This is an optimization exercise on Yosys and OpenROAD, whose aim is small area, not a production implementation. Function was checked by simulation only, so behaviour that the tests miss may differ from the original. Power is estimated from default activity; no workload was simulated.

== rev 12 ==
==> flow/design.v (excerpt) <==
module calc1 (
  input  logic        c_clk,
  input  logic        reset,
  input  logic [3:0]  req1_cmd_in,
  input  logic [3:0]  req2_cmd_in,
  input  logic [3:0]  req3_cmd_in,
  input  logic [3:0]  req4_cmd_in,
  input  logic [31:0] req1_data_in,
  input  logic [31:0] req2_data_in,
  input  logic [31:0] req3_data_in,
  input  logic [31:0] req4_data_in,
  output logic [1:0]  out_resp1,
  output logic [1:0]  out_resp2,
  output logic [1:0]  out_resp3,
  output logic [1:0]  out_resp4,
  output logic [31:0] out_data1,
  output logic [31:0] out_data2,
  output logic [31:0] out_data3,
  output logic [31:0] out_data4
);
  calc1_channel u_ch1 (
    .c_clk  (c_clk),
    .reset  (reset),
    .cmd_i  (req1_cmd_in),
    .data_i (req1_data_in),
    .resp_o (out_resp1),
    .data_o (out_data1)
  );
  calc1_channel u_ch2 (
    .c_clk  (c_clk),
    .reset  (reset),
    .cmd_i  (req2_cmd_in),
    .data_i (req2_data_in),
    .resp_o (out_resp2),
    .data_o (out_data2)
  );
  calc1_channel u_ch3 (
    .c_clk  (c_clk),
    .reset  (reset),
    .cmd_i  (req3_cmd_in),
    .data_i (req3_data_in),
    .resp_o (out_resp3),
    .data_o (out_data3)
  );
  calc1_channel u_ch4 (
    .c_clk  (c_clk),
    .reset  (reset),
    .cmd_i  (req4_cmd_in),
    .data_i (req4_data_in),
    .resp_o (out_resp4),
    .data_o (out_data4)
  );
endmodule
clock: 5.0 ns
lec_check: 0
cap_margin: 20
core_margin: 2
core_utilization: 80
slew_margin: 20
synth_hierarchical: 1
standard.sh (not shown) runs the stock make flow with config.mk's settings and CLKGATE_MAP_FILE= SYNTH_SCRIPT=/design/flow/synth_recipe.tcl, a recipe that flattens the netlist after the stock synthesis.
==> flow/flow/run.sh <==
#!/bin/bash
# Standard ORFS layout with two changes:
#  - synthesis may not pick the larger drive strengths of the simple gates the datapath's
#    one-gate modules map to (placement and timing repair later still may), and
#  - ports are buffered with buf_1 instead of the default buffer.
set -euo pipefail
PLAT=$FLOW_HOME/platforms/$FLOW_PLATFORM
LIB=$PLAT/lib/sky130_fd_sc_hd__tt_025C_1v80.lib
BASE=$(sed -n '/^export DONT_USE_CELLS/,/^#/p' $PLAT/config.mk | grep -o 'sky130_fd_sc_hd__[a-z0-9_]*' | tr '\n' ' ')
EXTRA=""
for c in inv a21boi a21oi a22oi a222oi a22o and4bb o22ai o21ai nand2 nand3 or3 nor2 xor2 xnor2 ha a21o; do
  for s in 2 4 8; do
    if grep -q "cell (\"sky130_fd_sc_hd__${c}_$s\")" $LIB; then EXTRA="$EXTRA sky130_fd_sc_hd__${c}_$s"; fi
  done
done
CTS="-sink_clustering_enable -repair_clock_nets -buf_list sky130_fd_sc_hd__clkbuf_8 -sink_clustering_size 30 -sink_clustering_max_diameter 100 -dont_use_dummy_load"
bash standard.sh "DONT_USE_CELLS=$BASE $EXTRA" synth > synth.log 2>&1
bash standard.sh "BUFFER_PORTS_ARGS=-buffer_cell sky130_fd_sc_hd__buf_1" "CTS_ARGS=$CTS" finish > layout.log 2>&1
Rev 12: no failed stages, no open violations at the end
Changes in rev 13 relative to rev 12:
-- flow/config.mk --
<<< rev 12, line 10
export CORE_UTILIZATION = 80
>>> rev 13, line 10
export CORE_UTILIZATION = 65
## What came out
Rev 13 against rev 12: smallest setup slack after layout now larger; area growth from synthesis to layout picked up an extra 0.64 points; power of the clock network saw an increase; power stayed essentially flat.
Comparing rev 13 and rev 12, sequential power is lower on rev 12.
On maximum frequency: rev 13 sits above rev 12.
Comparing rev 13 and rev 12, met1 usage is lower on rev 13.
Rev 13 vs rev 12: non-clock buffer count up by a few percent
Between rev 13 and rev 12, the final HPWL from detailed placement is lower for rev 12.

---

## north
calc1, a different RTL version from the one above (not shown whole).
Size: about 2200 cells after synthesis, ~150 flip-flops, about 280 I/O pins, ~17000 sq um of cells after synthesis.
export LEC_CHECK = 0
export CAP_MARGIN = 20
export CORE_MARGIN = 2
export CORE_UTILIZATION = 65
export SLEW_MARGIN = 20
export SYNTH_HIERARCHICAL = 1
create_clock -name core_clock -period 5.0 [get_ports {c_clk}]
Scripts as last shown in full above: flow/flow/run.sh
north closes out successfully: all stages finished, all timing, DRC and antenna checks passed.
Modified inputs, south compared to north
diff --git a/flow/flow/run.sh b/flow/flow/run.sh
--- a/flow/flow/run.sh
+++ b/flow/flow/run.sh
@@ -16,3 +16,3 @@
 CTS="-sink_clustering_enable -repair_clock_nets -buf_list sky130_fd_sc_hd__clkbuf_8 -sink_clustering_size 30 -sink_clustering_max_diameter 100 -dont_use_dummy_load"
 bash standard.sh "DONT_USE_CELLS=$BASE $EXTRA" synth > synth.log 2>&1
-bash standard.sh "BUFFER_PORTS_ARGS=-buffer_cell sky130_fd_sc_hd__buf_1" "CTS_ARGS=$CTS" finish > layout.log 2>&1
+bash standard.sh "BUFFER_PORTS_ARGS=-buffer_cell sky130_fd_sc_hd__buf_1" "CTS_ARGS=$CTS" RECOVER_POWER=100 finish > layout.log 2>&1
Results
south: flow complete, layout not clean; failing: max-capacitance violations, max-slew violations. Diff north -> south: utilization saw a decrease, part of the total power dissipated in the clock network flat, least setup slack across all paths after layout now sits lower.

port drivers added, routing unchanged:
The results above use ideal ports. As a check the final layouts listed here were re-extracted and re-timed, cells and wires unchanged.
Step 1: set_driving_cell puts a clkbuf_16 on c_clk and a buf_2 on each other input, an assumption about the parent block.
Step 2, shift: input delay + t, output delay - t, t = (earliest + latest rising clock arrival at the registers) / 2. This alone moves slack from input paths to output paths.
Slacks: ideal / step 1 / step 2; pairs: ideal / step 1.
run	t (ns)	setup slack, ns	worst hold slack (ns)	latest minus earliest clock arrival (ns)	cell pins on the clock port's net
rev 12	0.506	0.415 / 0.410 / -0.096	0.746 / 0.746 / 0.746	0.033 / 0.034	1
rev 13	0.510	0.490 / 0.519 / 0.008	0.750 / 0.750 / 0.750	0.051 / 0.051	1
north	0.501	0.450 / 0.455 / -0.046	0.748 / 0.748 / 0.748	0.047 / 0.046	1
south	0.500	0.202 / 0.220 / -0.280	0.748 / 0.748 / 0.748	0.046 / 0.046	1
For rev 12, which loses most, drivers alone change the setup slack by -0.005 ns; drivers and shift together by -0.511 ns.
